This is an optimization exercise on Yosys and OpenROAD, whose aim is small area and few clock cycles, not a production implementation. In this exercise RTL edits were held to simulation tests only and were not proved equivalent to the original. No activity file was given, so power comes from the tool's default toggle rates.

==> v7 <==
==> flow/design.v <==
package armDpPkg;
	typedef logic [32-1:0] dataT;
	typedef logic [4-1:0] regAddrT;
	typedef logic [12-1:0] operand2T;
	typedef enum logic [3:0] {
		AND = 4'd0,
		EOR = 4'd1,
		SUB = 4'd2,
		RSB = 4'd3,
		ADD = 4'd4,
		ADC = 4'd5,
		SBC = 4'd6,
		RSC = 4'd7,
		TST = 4'd8,
		TEQ = 4'd9,
		CMP = 4'd10,
		CMN = 4'd11,
		ORR = 4'd12,
		MOV = 4'd13,
		BIC = 4'd14,
		MVN = 4'd15
	} aluOpT;
	typedef enum logic [1:0] {
		LSL = 2'd0,
		LSR = 2'd1,
		ASR = 2'd2,
		ROR = 2'd3
	} shiftTypeT;
	typedef struct packed {
		logic n;  
		logic z;  
		logic c;  
		logic v;  
	} flagsT;
endpackage
`timescale 1ns/10ps
module regFile (
	input logic CLK,
	input logic CLR,
	input armDpPkg::regAddrT rdAddrA,
	input armDpPkg::regAddrT rdAddrB,
	input logic rdEnB,
	output armDpPkg::dataT rdDataA,
	output armDpPkg::dataT rdDataB,
	input logic wrEn,
	input logic clear,
	input armDpPkg::regAddrT wrAddr,
	input armDpPkg::dataT wrData
);
	armDpPkg::dataT regs [0:16-1];
	logic [16-1:0] regWrite;
	logic [16-1:0] selA;
	logic [16-1:0] selB;
	always_comb
		for (int i = 0; i < 16; i++)
			regWrite[i] = clear || (wrEn && wrAddr == i);
	always_ff @(posedge CLK)
	begin
		for (int i = 0; i < 16; i++)
			if (regWrite[i])
				regs[i] <= wrData;
	end
	always_comb
		for (int i = 0; i < 16; i++)
		begin
			selA[i] = rdAddrA == i;
			selB[i] = rdEnB && rdAddrB == i;
		end
	for (genvar b = 0; b < 32; b++)
	begin : bitSlice
		logic [16-1:0] column;
		for (genvar i = 0; i < 16; i++)
			assign column[i] = regs[i][b];
		rfReadBit readA (.data(column), .sel(selA), .q(rdDataA[b]));
		rfReadBit readB (.data(column), .sel(selB), .q(rdDataB[b]));
	end
endmodule
module rfReadBit (
	input logic [16-1:0] data,
	input logic [16-1:0] sel,
	output logic q
);
	logic [5:0] partN;
	for (genvar k = 0; k < 5; k++)
	begin : group
		rfAoi222 aoi (
			.a0(data[3*k]), .b0(sel[3*k]),
			.a1(data[3*k+1]), .b1(sel[3*k+1]),
			.a2(data[3*k+2]), .b2(sel[3*k+2]),
			.y(partN[k])
		);
	end
	assign partN[5] = !(data[15] && sel[15]);
	rfNand6 combine (.a(partN), .y(q));
endmodule
module rfAoi222 (
	input logic a0,
	input logic b0,
	input logic a1,
	input logic b1,
	input logic a2,
	input logic b2,
	output logic y
);
	assign y = !((a0 && b0) || (a1 && b1) || (a2 && b2));
endmodule
module rfNand6 (
	input logic [5:0] a,
	output logic y
);
	assign y = !(&a);
endmodule
`timescale 1ns/10ps
module shifterOperand (
	input logic imm,
	input armDpPkg::operand2T operand2,
	input armDpPkg::dataT rmValue,
	output armDpPkg::dataT value
);
	localparam int W = 32;
	logic [4:0] amount;
	logic [4:0] rotAmount;
	logic isLsl;
	logic isRor;
	logic fillN;
	armDpPkg::dataT rotIn;
	armDpPkg::dataT keep;
	armDpPkg::dataT level [0:5];
	assign amount = operand2[11:7];
	assign isLsl = !imm && operand2[6:5] == 2'd0;
	assign isRor = imm || operand2[6:5] == 2'd3;
	assign fillN = !(!imm && operand2[6:5] == 2'd2 && rmValue[W-1]);
	assign rotIn = {rmValue[W-1:8], rmValue[7:0] | ({8{imm}} & operand2[7:0])};
	assign rotAmount = imm ? {operand2[11:8], 1'b0} : (isLsl ? 5'd0 - amount : amount);
	assign level[0] = rotIn;
	for (genvar l = 0; l < 5; l++)
	begin : stage
		for (genvar i = 0; i < W; i++)
		begin : bitMux
			shMux2i mux (
				.a(level[l][i]),
				.b(level[l][(i + (1 << l)) % W]),
				.s(rotAmount[l]),
				.y(level[l+1][i])
			);
		end
	end
	always_comb
		for (int i = 0; i < W; i++)
			keep[i] = isRor || (isLsl ? (i >= amount) : (W - 1 - i >= amount));
	for (genvar i = 0; i < W; i++)
	begin : fillMux
		shMux2i mux (.a(fillN), .b(level[5][i]), .s(keep[i]), .y(value[i]));
	end
endmodule
module shMux2i (
	input logic a,
	input logic b,
	input logic s,
	output logic y
);
	assign y = !(s ? b : a);
endmodule
`timescale 1ns/10ps
module operandFetch (
	input logic CLK,
	input logic CLR,
	input logic cmdValid,
	output logic cmdReady,
	input armDpPkg::aluOpT cmdOp,
	input logic cmdSetFlags,
	input armDpPkg::regAddrT cmdRd,
	input armDpPkg::regAddrT cmdRn,
	input logic cmdImm,
	input armDpPkg::operand2T cmdOperand2,
	input logic rspReady,
	output logic clearing,
	output logic opValid,
	output armDpPkg::aluOpT opOp,
	output logic opSetFlags,
	output armDpPkg::regAddrT opRd,
	output armDpPkg::regAddrT opRn,
	output logic opImm,
	output armDpPkg::operand2T opOperand2
);
	always_ff @(posedge CLK or negedge CLR)
	begin
		if (!CLR)
			clearing <= 1'b1;
		else
			clearing <= 1'b0;
	end
	assign cmdReady = !clearing && (!opValid || rspReady);
	always_ff @(posedge CLK or negedge CLR)
	begin
		if (!CLR)
			opValid <= 1'b0;
		else if (cmdReady)
			opValid <= cmdValid;
	end
	always_ff @(posedge CLK)
	begin
		if (cmdReady)
		begin
			opOp <= cmdOp;
			opSetFlags <= cmdSetFlags;
			opRd <= cmdRd;
			opRn <= cmdRn;
			opImm <= cmdImm;
			opOperand2 <= cmdOperand2;
		end
	end
endmodule
`timescale 1ns/10ps
module aluCore (
	input armDpPkg::aluOpT op,
	input armDpPkg::dataT rnValue,
	input armDpPkg::dataT operand2Value,
	input logic setFlags,
	input logic clear,  
	input armDpPkg::flagsT flagsIn,
	output armDpPkg::dataT result,
	output armDpPkg::flagsT flagsOut,  
	output logic writesRd
);
	localparam int W = 32;
	logic invA;
	logic invB;
	logic cin;
	logic arith;
	logic selG;
	logic selP;
	logic selY;
	armDpPkg::dataT x;
	armDpPkg::dataT y;
	armDpPkg::dataT p;
	armDpPkg::dataT g;
	armDpPkg::dataT logicN;
	logic [W:0] carry;
	logic overflow;
	logic update;
	always_comb
	begin
		invA = 1'b0;
		invB = 1'b0;
		cin = 1'b0;
		arith = 1'b1;
		case (op)
			armDpPkg::ADD, armDpPkg::CMN: cin = 1'b0;
			armDpPkg::ADC: cin = flagsIn.c;
			armDpPkg::SUB, armDpPkg::CMP:
			begin
				invB = 1'b1;
				cin = 1'b1;
			end
			armDpPkg::SBC:
			begin
				invB = 1'b1;
				cin = flagsIn.c;
			end
			armDpPkg::RSB:
			begin
				invA = 1'b1;
				cin = 1'b1;
			end
			armDpPkg::RSC:
			begin
				invA = 1'b1;
				cin = flagsIn.c;
			end
			armDpPkg::BIC, armDpPkg::MVN:
			begin
				invB = 1'b1;
				arith = 1'b0;
			end
			default: arith = 1'b0;
		endcase
		if (clear)
			arith = 1'b0;
	end
	assign selG = !clear && (op == armDpPkg::AND || op == armDpPkg::TST || op == armDpPkg::BIC
		|| op == armDpPkg::ORR);
	assign selP = !clear && (op == armDpPkg::EOR || op == armDpPkg::TEQ || op == armDpPkg::ORR);
	assign selY = !clear && (op == armDpPkg::MOV || op == armDpPkg::MVN);
	for (genvar i = 0; i < W; i++)
	begin : front
		aluFront bitFront (
			.a(rnValue[i]),
			.b(operand2Value[i]),
			.invA(invA),
			.invB(invB),
			.x(x[i]),
			.y(y[i]),
			.p(p[i]),
			.g(g[i])
		);
	end
	aluCarry carries (.g(g), .p(p), .cin(cin), .carry(carry));
	for (genvar i = 0; i < W; i++)
	begin : back
		aluResultBit bitResult (
			.p(p[i]),
			.g(g[i]),
			.y(y[i]),
			.c(carry[i]),
			.arith(arith),
			.selG(selG),
			.selP(selP),
			.selY(selY),
			.logicN(logicN[i]),
			.r(result[i])
		);
	end
	assign overflow = carry[W] ^ carry[W-1];
	assign writesRd = !(op == armDpPkg::TST || op == armDpPkg::TEQ || op == armDpPkg::CMP || op == armDpPkg::CMN);
	assign update = setFlags || !writesRd;
	assign flagsOut.n = update ? result[W-1] : flagsIn.n;
	assign flagsOut.z = update ? (result == '0) : flagsIn.z;
	assign flagsOut.c = (update && arith) ? carry[W] : flagsIn.c;
	assign flagsOut.v = (update && arith) ? overflow : flagsIn.v;
endmodule
module aluFront (
	input logic a,
	input logic b,
	input logic invA,
	input logic invB,
	output logic x,
	output logic y,
	output logic p,
	output logic g
);
	assign x = a ^ invA;
	assign y = b ^ invB;
	assign p = x ^ y;
	assign g = x & y;
endmodule
module aluCarry (
	input armDpPkg::dataT g,
	input armDpPkg::dataT p,
	input logic cin,
	output logic [32:0] carry
);
	localparam int W = 32;
	armDpPkg::dataT gg;
	armDpPkg::dataT pp;
	always_comb
	begin
		gg = g;
		pp = p;
		gg[0] = g[0] | (p[0] & cin);
		for (int l = 0; l < 5; l++)
			for (int i = 0; i < W; i++)
				if ((i >> l) % 2 == 1)
				begin
					gg[i] = gg[i] | (pp[i] & gg[((i >> l) << l) - 1]);
					pp[i] = pp[i] & pp[((i >> l) << l) - 1];
				end
	end
	assign carry = {gg, cin};
endmodule
module aluResultBit (
	input logic p,
	input logic g,
	input logic y,
	input logic c,
	input logic arith,
	input logic selG,
	input logic selP,
	input logic selY,
	output logic logicN,
	output logic r
);
	assign logicN = !((selG && g) || (selP && p) || (selY && y));
	assign r = !logicN || (arith && (p ^ c));
endmodule
`timescale 1ns/10ps
module executeStage (
	input logic CLK,
	input logic CLR,
	input logic take,
	input armDpPkg::flagsT aluFlags,
	output armDpPkg::flagsT flagsQ,
	output armDpPkg::flagsT rspFlags
);
	always_ff @(posedge CLK or negedge CLR)
	begin
		if (!CLR)
			flagsQ <= '0;
		else if (take)
			flagsQ <= aluFlags;
	end
	assign rspFlags = aluFlags;
endmodule
`timescale 1ns/10ps
module armDpTop (
	input logic CLK,
	input logic CLR,
	input logic cmdValid,
	output logic cmdReady,
	input armDpPkg::aluOpT cmdOp,
	input logic cmdSetFlags,
	input armDpPkg::regAddrT cmdRd,
	input armDpPkg::regAddrT cmdRn,
	input logic cmdImm,
	input armDpPkg::operand2T cmdOperand2,
	output logic rspValid,
	input logic rspReady,
	output armDpPkg::dataT rspResult,
	output armDpPkg::flagsT rspFlags
);
	armDpPkg::aluOpT opQ;
	logic setFlagsQ;
	armDpPkg::regAddrT rdQ;
	armDpPkg::regAddrT rnQ;
	logic immQ;
	armDpPkg::operand2T operand2Q;
	armDpPkg::dataT rnData;
	armDpPkg::dataT rmData;
	armDpPkg::dataT operand2Value;
	armDpPkg::dataT aluResult;
	armDpPkg::flagsT flagsQ;
	armDpPkg::flagsT aluFlags;
	logic writesRd;
	logic take;
	logic clearing;
	operandFetch fetch (
		.CLK(CLK),
		.CLR(CLR),
		.cmdValid(cmdValid),
		.cmdReady(cmdReady),
		.cmdOp(cmdOp),
		.cmdSetFlags(cmdSetFlags),
		.cmdRd(cmdRd),
		.cmdRn(cmdRn),
		.cmdImm(cmdImm),
		.cmdOperand2(cmdOperand2),
		.rspReady(rspReady),
		.clearing(clearing),
		.opValid(rspValid),
		.opOp(opQ),
		.opSetFlags(setFlagsQ),
		.opRd(rdQ),
		.opRn(rnQ),
		.opImm(immQ),
		.opOperand2(operand2Q)
	);
	regFile regs (
		.CLK(CLK),
		.CLR(CLR),
		.rdAddrA(rnQ),
		.rdAddrB(operand2Q[4-1:0]),
		.rdEnB(!immQ),
		.rdDataA(rnData),
		.rdDataB(rmData),
		.wrEn(take && writesRd),
		.clear(clearing),
		.wrAddr(rdQ),
		.wrData(aluResult)
	);
	shifterOperand shifter (
		.imm(immQ),
		.operand2(operand2Q),
		.rmValue(rmData),
		.value(operand2Value)
	);
	aluCore alu (
		.op(opQ),
		.rnValue(rnData),
		.operand2Value(operand2Value),
		.setFlags(setFlagsQ),
		.clear(clearing),
		.flagsIn(flagsQ),
		.result(aluResult),
		.flagsOut(aluFlags),
		.writesRd(writesRd)
	);
	executeStage exec (
		.CLK(CLK),
		.CLR(CLR),
		.take(take),
		.aluFlags(aluFlags),
		.flagsQ(flagsQ),
		.rspFlags(rspFlags)
	);
	assign take = rspValid && rspReady;
	assign rspResult = aluResult;
endmodule
==> flow/run.sh <==
#!/bin/bash
# synth_recipe.tcl (not shown) runs the flow's synth.tcl, then flattens the netlist and writes it again
# the make line also repeats each setting of config.mk as NAME=value (left out here)
make -C /OpenROAD-flow-scripts/flow DESIGN_CONFIG=/design/flow/config.mk WORK_HOME=/design/flow/orfs CLKGATE_MAP_FILE= SYNTH_SCRIPT=/design/flow/synth_recipe.tcl finish
==> flow/config.mk <==
export PLATFORM = sky130hd
export DESIGN_NAME = armDpTop
export DESIGN_NICKNAME = armDpTop
export VERILOG_FILES = /design/flow/design.v
export SDC_FILE = /design/flow/constraint.sdc
export NUM_CORES = 4
export LEC_CHECK = 0
export CAP_MARGIN = 20
export CORE_MARGIN = 2
export CORE_UTILIZATION = 65
export CTS_BUF_LIST = sky130_fd_sc_hd__clkbuf_8
export CTS_CLUSTER_DIAMETER = 100
export CTS_CLUSTER_SIZE = 16
export PLACE_DENSITY = 0.72
export SETUP_SLACK_MARGIN = 0.3
export SLEW_MARGIN = 20
export SYNTH_HIERARCHICAL = 1
==> flow/constraint.sdc <==
create_clock -name core_clock -period 10.0 [get_ports {CLK}]
set_input_delay 2.0000 -clock core_clock [delete_from_list [all_inputs] [get_ports {CLK}]]
set_output_delay 2.0000 -clock core_clock [all_outputs]
set_load 0.01 [all_outputs]
==> v9: changes against v7 <==
==> flow/design.v, changed modules only <==
module regFile (
	input logic CLK,
	input logic CLR,
	input armDpPkg::regAddrT rdAddrA,
	input logic rdEnA,
	input armDpPkg::regAddrT rdAddrB,
	input logic rdEnB,
	output armDpPkg::dataT rdDataA,
	output armDpPkg::dataT rdDataB,
	input logic wrEn,
	input logic clear,
	input armDpPkg::regAddrT wrAddr,
	input armDpPkg::dataT wrData
);
	armDpPkg::dataT regs [0:16-1];
	logic [16-1:0] regWrite;
	logic [16-1:0] selA;
	logic [16-1:0] selB;
	always_comb
		for (int i = 0; i < 16; i++)
			regWrite[i] = clear || (wrEn && wrAddr == i);
	always_ff @(posedge CLK)
	begin
		for (int i = 0; i < 16; i++)
			if (regWrite[i])
				regs[i] <= wrData;
	end
	always_comb
		for (int i = 0; i < 16; i++)
		begin
			selA[i] = rdEnA && rdAddrA == i;
			selB[i] = rdEnB && rdAddrB == i;
		end
	for (genvar b = 0; b < 32; b++)
	begin : bitSlice
		logic [16-1:0] column;
		for (genvar i = 0; i < 16; i++)
			assign column[i] = regs[i][b];
		rfReadBit readA (.data(column), .sel(selA), .q(rdDataA[b]));
		rfReadBit readB (.data(column), .sel(selB), .q(rdDataB[b]));
	end
endmodule
module rfNand6 (
	input logic [5:0] a,
	output logic y
);
	logic low3;
	rfAnd3 first (.a(a[2:0]), .y(low3));
	rfNand4 second (.a({a[5:3], low3}), .y(y));
endmodule
module rfAnd3 (
	input logic [2:0] a,
	output logic y
);
	assign y = &a;
endmodule
module rfNand4 (
	input logic [3:0] a,
	output logic y
);
	assign y = !(&a);
endmodule
module shifterOperand (
	input logic imm,
	input armDpPkg::operand2T operand2,
	input armDpPkg::dataT rmValue,
	output armDpPkg::dataT value
);
	localparam int W = 32;
	logic [4:0] amount;
	logic [4:0] rotAmount;
	logic isLsl;
	logic isRor;
	logic fillN;
	armDpPkg::dataT rotIn;
	armDpPkg::dataT keep;
	armDpPkg::dataT level [0:5];
	assign amount = operand2[11:7];
	assign isLsl = !imm && operand2[6:5] == 2'd0;
	assign isRor = imm || operand2[6:5] == 2'd3;
	assign fillN = !(!imm && operand2[6:5] == 2'd2 && rmValue[W-1]);
	assign rotIn = {rmValue[W-1:8], rmValue[7:0] | ({8{imm}} & operand2[7:0])};
	assign rotAmount = imm ? {operand2[11:8], 1'b0} : (isLsl ? 5'd0 - amount : amount);
	assign level[0] = rotIn;
	for (genvar l = 0; l < 5; l++)
	begin : stage
		for (genvar i = 0; i < W; i++)
		begin : bitMux
			shMux2i mux (
				.a(level[l][i]),
				.b(level[l][(i + (1 << l)) % W]),
				.s(rotAmount[l]),
				.y(level[l+1][i])
			);
		end
	end
	logic [3:0] gtHi;   
	logic [3:0] eqHi;   
	logic [7:0] geLo;   
	logic [3:0] gtSel;
	logic [3:0] eqSel;
	logic [7:0] geSel;
	always_comb
	begin
		for (int v = 0; v < 4; v++)
		begin
			gtHi[v] = v > amount[4:3];
			eqHi[v] = v == amount[4:3];
		end
		for (int w = 0; w < 8; w++)
			geLo[w] = w >= amount[2:0];
		for (int v = 0; v < 4; v++)
		begin
			gtSel[v] = isRor || (isLsl ? gtHi[v] : gtHi[3-v]);
			eqSel[v] = isLsl ? eqHi[v] : eqHi[3-v];
		end
		for (int w = 0; w < 8; w++)
			geSel[w] = isLsl ? geLo[w] : geLo[7-w];
	end
	for (genvar i = 0; i < W; i++)
	begin : keepBit
		shAo21 keepGate (.a(gtSel[i/8]), .b(eqSel[i/8]), .c(geSel[i%8]), .y(keep[i]));
	end
	for (genvar i = 0; i < W; i++)
	begin : fillMux
		shMux2i mux (.a(fillN), .b(level[5][i]), .s(keep[i]), .y(value[i]));
	end
endmodule
module shAo21 (
	input logic a,
	input logic b,
	input logic c,
	output logic y
);
	assign y = a || (b && c);
endmodule
module aluCore (
	input armDpPkg::aluOpT op,
	input armDpPkg::dataT rnValue,
	input armDpPkg::dataT operand2Value,
	input logic setFlags,
	input logic clear,  
	input armDpPkg::flagsT flagsIn,
	output armDpPkg::dataT result,
	output armDpPkg::flagsT flagsOut,  
	output logic writesRd
);
	localparam int W = 32;
	logic invA;
	logic invB;
	logic cin;
	logic arith;
	logic selG;
	logic selP;
	armDpPkg::dataT p;
	armDpPkg::dataT g;
	armDpPkg::dataT logicN;
	logic [W:0] carry;
	logic overflow;
	logic update;
	always_comb
	begin
		invA = 1'b0;
		invB = 1'b0;
		cin = 1'b0;
		arith = 1'b1;
		case (op)
			armDpPkg::ADD, armDpPkg::CMN: cin = 1'b0;
			armDpPkg::ADC: cin = flagsIn.c;
			armDpPkg::SUB, armDpPkg::CMP:
			begin
				invB = 1'b1;
				cin = 1'b1;
			end
			armDpPkg::SBC:
			begin
				invB = 1'b1;
				cin = flagsIn.c;
			end
			armDpPkg::RSB:
			begin
				invA = 1'b1;
				cin = 1'b1;
			end
			armDpPkg::RSC:
			begin
				invA = 1'b1;
				cin = flagsIn.c;
			end
			armDpPkg::BIC, armDpPkg::MVN:
			begin
				invB = 1'b1;
				arith = 1'b0;
			end
			default: arith = 1'b0;
		endcase
		if (clear)
			arith = 1'b0;
	end
	assign selG = !clear && (op == armDpPkg::AND || op == armDpPkg::TST || op == armDpPkg::BIC
		|| op == armDpPkg::ORR);
	assign selP = !clear && (op == armDpPkg::EOR || op == armDpPkg::TEQ || op == armDpPkg::ORR
		|| op == armDpPkg::MOV || op == armDpPkg::MVN);
	for (genvar i = 0; i < W; i++)
	begin : front
		aluFront bitFront (
			.a(rnValue[i]),
			.b(operand2Value[i]),
			.invA(invA),
			.invB(invB),
			.p(p[i]),
			.g(g[i])
		);
	end
	aluCarry carries (.g(g), .p(p), .cin(cin), .carry(carry));
	for (genvar i = 0; i < W; i++)
	begin : back
		aluResultBit bitResult (
			.p(p[i]),
			.g(g[i]),
			.c(carry[i]),
			.arith(arith),
			.selG(selG),
			.selP(selP),
			.logicN(logicN[i]),
			.r(result[i])
		);
	end
	assign overflow = carry[W] ^ carry[W-1];
	assign writesRd = !(op == armDpPkg::TST || op == armDpPkg::TEQ || op == armDpPkg::CMP || op == armDpPkg::CMN);
	assign update = setFlags || !writesRd;
	assign flagsOut.n = update ? result[W-1] : flagsIn.n;
	assign flagsOut.z = update ? (result == '0) : flagsIn.z;
	assign flagsOut.c = (update && arith) ? carry[W] : flagsIn.c;
	assign flagsOut.v = (update && arith) ? overflow : flagsIn.v;
endmodule
module aluFront (
	input logic a,
	input logic b,
	input logic invA,
	input logic invB,
	output logic p,
	output logic g
);
	logic x;
	logic y;
	assign x = a ^ invA;
	assign y = b ^ invB;
	assign p = x ^ y;
	assign g = x & y;
endmodule
module aluCarry (
	input armDpPkg::dataT g,
	input armDpPkg::dataT p,
	input logic cin,
	output logic [32:0] carry
);
	localparam int W = 32;
	armDpPkg::dataT gg;
	armDpPkg::dataT pp;
	always_comb
	begin
		gg = g;
		pp = p;
		gg[0] = g[0] | (p[0] & cin);
		for (int l = 0; l < 5; l++)
			for (int i = (2 << l) - 1; i < W; i += (2 << l))
			begin
				gg[i] = gg[i] | (pp[i] & gg[i - (1 << l)]);
				pp[i] = pp[i] & pp[i - (1 << l)];
			end
		for (int l = 3; l >= 0; l--)
			for (int i = 3 * (1 << l) - 1; i < W; i += (2 << l))
			begin
				gg[i] = gg[i] | (pp[i] & gg[i - (1 << l)]);
				pp[i] = pp[i] & pp[i - (1 << l)];
			end
	end
	assign carry = {gg, cin};
endmodule
module aluResultBit (
	input logic p,
	input logic g,
	input logic c,
	input logic arith,
	input logic selG,
	input logic selP,
	output logic logicN,
	output logic r
);
	assign logicN = !((selG && g) || (selP && p));
	assign r = !logicN || (arith && (p ^ c));
endmodule
module armDpTop (
	input logic CLK,
	input logic CLR,
	input logic cmdValid,
	output logic cmdReady,
	input armDpPkg::aluOpT cmdOp,
	input logic cmdSetFlags,
	input armDpPkg::regAddrT cmdRd,
	input armDpPkg::regAddrT cmdRn,
	input logic cmdImm,
	input armDpPkg::operand2T cmdOperand2,
	output logic rspValid,
	input logic rspReady,
	output armDpPkg::dataT rspResult,
	output armDpPkg::flagsT rspFlags
);
	armDpPkg::aluOpT opQ;
	logic setFlagsQ;
	armDpPkg::regAddrT rdQ;
	armDpPkg::regAddrT rnQ;
	logic immQ;
	armDpPkg::operand2T operand2Q;
	armDpPkg::dataT rnData;
	armDpPkg::dataT rmData;
	armDpPkg::dataT operand2Value;
	armDpPkg::dataT aluResult;
	armDpPkg::flagsT flagsQ;
	armDpPkg::flagsT aluFlags;
	logic writesRd;
	logic take;
	logic clearing;
	operandFetch fetch (
		.CLK(CLK),
		.CLR(CLR),
		.cmdValid(cmdValid),
		.cmdReady(cmdReady),
		.cmdOp(cmdOp),
		.cmdSetFlags(cmdSetFlags),
		.cmdRd(cmdRd),
		.cmdRn(cmdRn),
		.cmdImm(cmdImm),
		.cmdOperand2(cmdOperand2),
		.rspReady(rspReady),
		.clearing(clearing),
		.opValid(rspValid),
		.opOp(opQ),
		.opSetFlags(setFlagsQ),
		.opRd(rdQ),
		.opRn(rnQ),
		.opImm(immQ),
		.opOperand2(operand2Q)
	);
	regFile regs (
		.CLK(CLK),
		.CLR(CLR),
		.rdAddrA(rnQ),
		.rdEnA(!(opQ == armDpPkg::MOV || opQ == armDpPkg::MVN)),
		.rdAddrB(operand2Q[4-1:0]),
		.rdEnB(!immQ),
		.rdDataA(rnData),
		.rdDataB(rmData),
		.wrEn(take && writesRd),
		.clear(clearing),
		.wrAddr(rdQ),
		.wrData(aluResult)
	);
	shifterOperand shifter (
		.imm(immQ),
		.operand2(operand2Q),
		.rmValue(rmData),
		.value(operand2Value)
	);
	aluCore alu (
		.op(opQ),
		.rnValue(rnData),
		.operand2Value(operand2Value),
		.setFlags(setFlagsQ),
		.clear(clearing),
		.flagsIn(flagsQ),
		.result(aluResult),
		.flagsOut(aluFlags),
		.writesRd(writesRd)
	);
	executeStage exec (
		.CLK(CLK),
		.CLR(CLR),
		.take(take),
		.aluFlags(aluFlags),
		.flagsQ(flagsQ),
		.rspFlags(rspFlags)
	);
	assign take = rspValid && rspReady;
	assign rspResult = aluResult;
endmodule
==> flow/flow/run.sh (new file) <==
#!/bin/bash
# The standard layout (standard.sh, all steps from synthesis to finish),
# with one change: the buffers that ORFS puts on every input and output port
# are sky130_fd_sc_hd__buf_1 instead of the default choice of buffer_ports.
# The full output of the run goes to standard.log; ORFS's per-step logs are
# under orfs/logs/.
set -euo pipefail
export BUFFER_PORTS_ARGS="-buffer_cell sky130_fd_sc_hd__buf_1"
bash standard.sh > standard.log 2>&1
==> flow/standard.sh (new file) <==
#!/bin/bash
# synth_recipe.tcl (not shown) runs the flow's synth.tcl, then flattens the netlist and writes it again
# the make line also repeats each setting of config.mk as NAME=value (left out here)
make -C /OpenROAD-flow-scripts/flow DESIGN_CONFIG=/design/flow/config.mk WORK_HOME=/design/flow/orfs CLKGATE_MAP_FILE= SYNTH_SCRIPT=/design/flow/synth_recipe.tcl "${@:-finish}"
--- a/flow/config.mk
+++ b/flow/config.mk
@@ -12,6 +12,6 @@
 export CTS_CLUSTER_DIAMETER = 100
 export CTS_CLUSTER_SIZE = 16
 export PLACE_DENSITY = 0.72
-export SETUP_SLACK_MARGIN = 0.3
+export SETUP_SLACK_MARGIN = 0.12
 export SLEW_MARGIN = 20
 export SYNTH_HIERARCHICAL = 1
removed: flow/run.sh
==> out/metrics.yaml <==
global_route:
  grt_pass1_vias: 20650
status:
  status: "no timing/DRC/antenna violations"
pwr:
  p_sw_frac: 0.346
worst_setup_path:
  reg2regPathDepth: 31
yosys:
  synth_compound_area_frac: 0.177
drt:
  drt_iter0_markers: 5316
sta:
  holdWs_ps: 533
# the run above: v9

==> out/metrics.yaml <==
status:
  status: "no timing/DRC/antenna violations"
drt:
  drt_iter0_markers: 6114
pwr:
  p_sw_frac: 0.359
global_route:
  grt_pass1_vias: 21109
worst_setup_path:
  reg2regPathDepth: 26
min_path:
  hold_class: "reg -> reg"
sta:
  holdWs_ps: 523
final_layout:
  layout-drive-gt1-share: 0.174
yosys:
  synth_common_cells: "edfxtp_1, a222oi_1, mux2i_1, nand2_1, nand3_1"
  synth_compound_area_frac: 0.175
# the run above: v7

Testbench counts of v7, summed over its fixed seeds: cycles 12,008.
Testbench counts of v9, summed over its fixed seeds: cycles 12,008.

static timing again, ports no longer ideal:
In the flow no input, the clock included, has a driving cell. The finished layouts below were timed again as built, in two steps. Step 1, drivers: a clkbuf_16 drives CLK and a buf_2 each remaining input, both assumed. Step 2 also shifts input and output timing later by t, the mid clock arrival at the registers, as if the neighbouring blocks saw the same clock. Slacks: ideal / step 1 / step 2; pairs: ideal / step 1.
run	t, ns	setup slack, ns	cell pins on the clock port's net
v7	0.732	0.426 / 0.372 / 1.104	1
v9	0.691	0.187 / 0.134 / 0.825	1
After both steps every run listed still meets setup and hold.
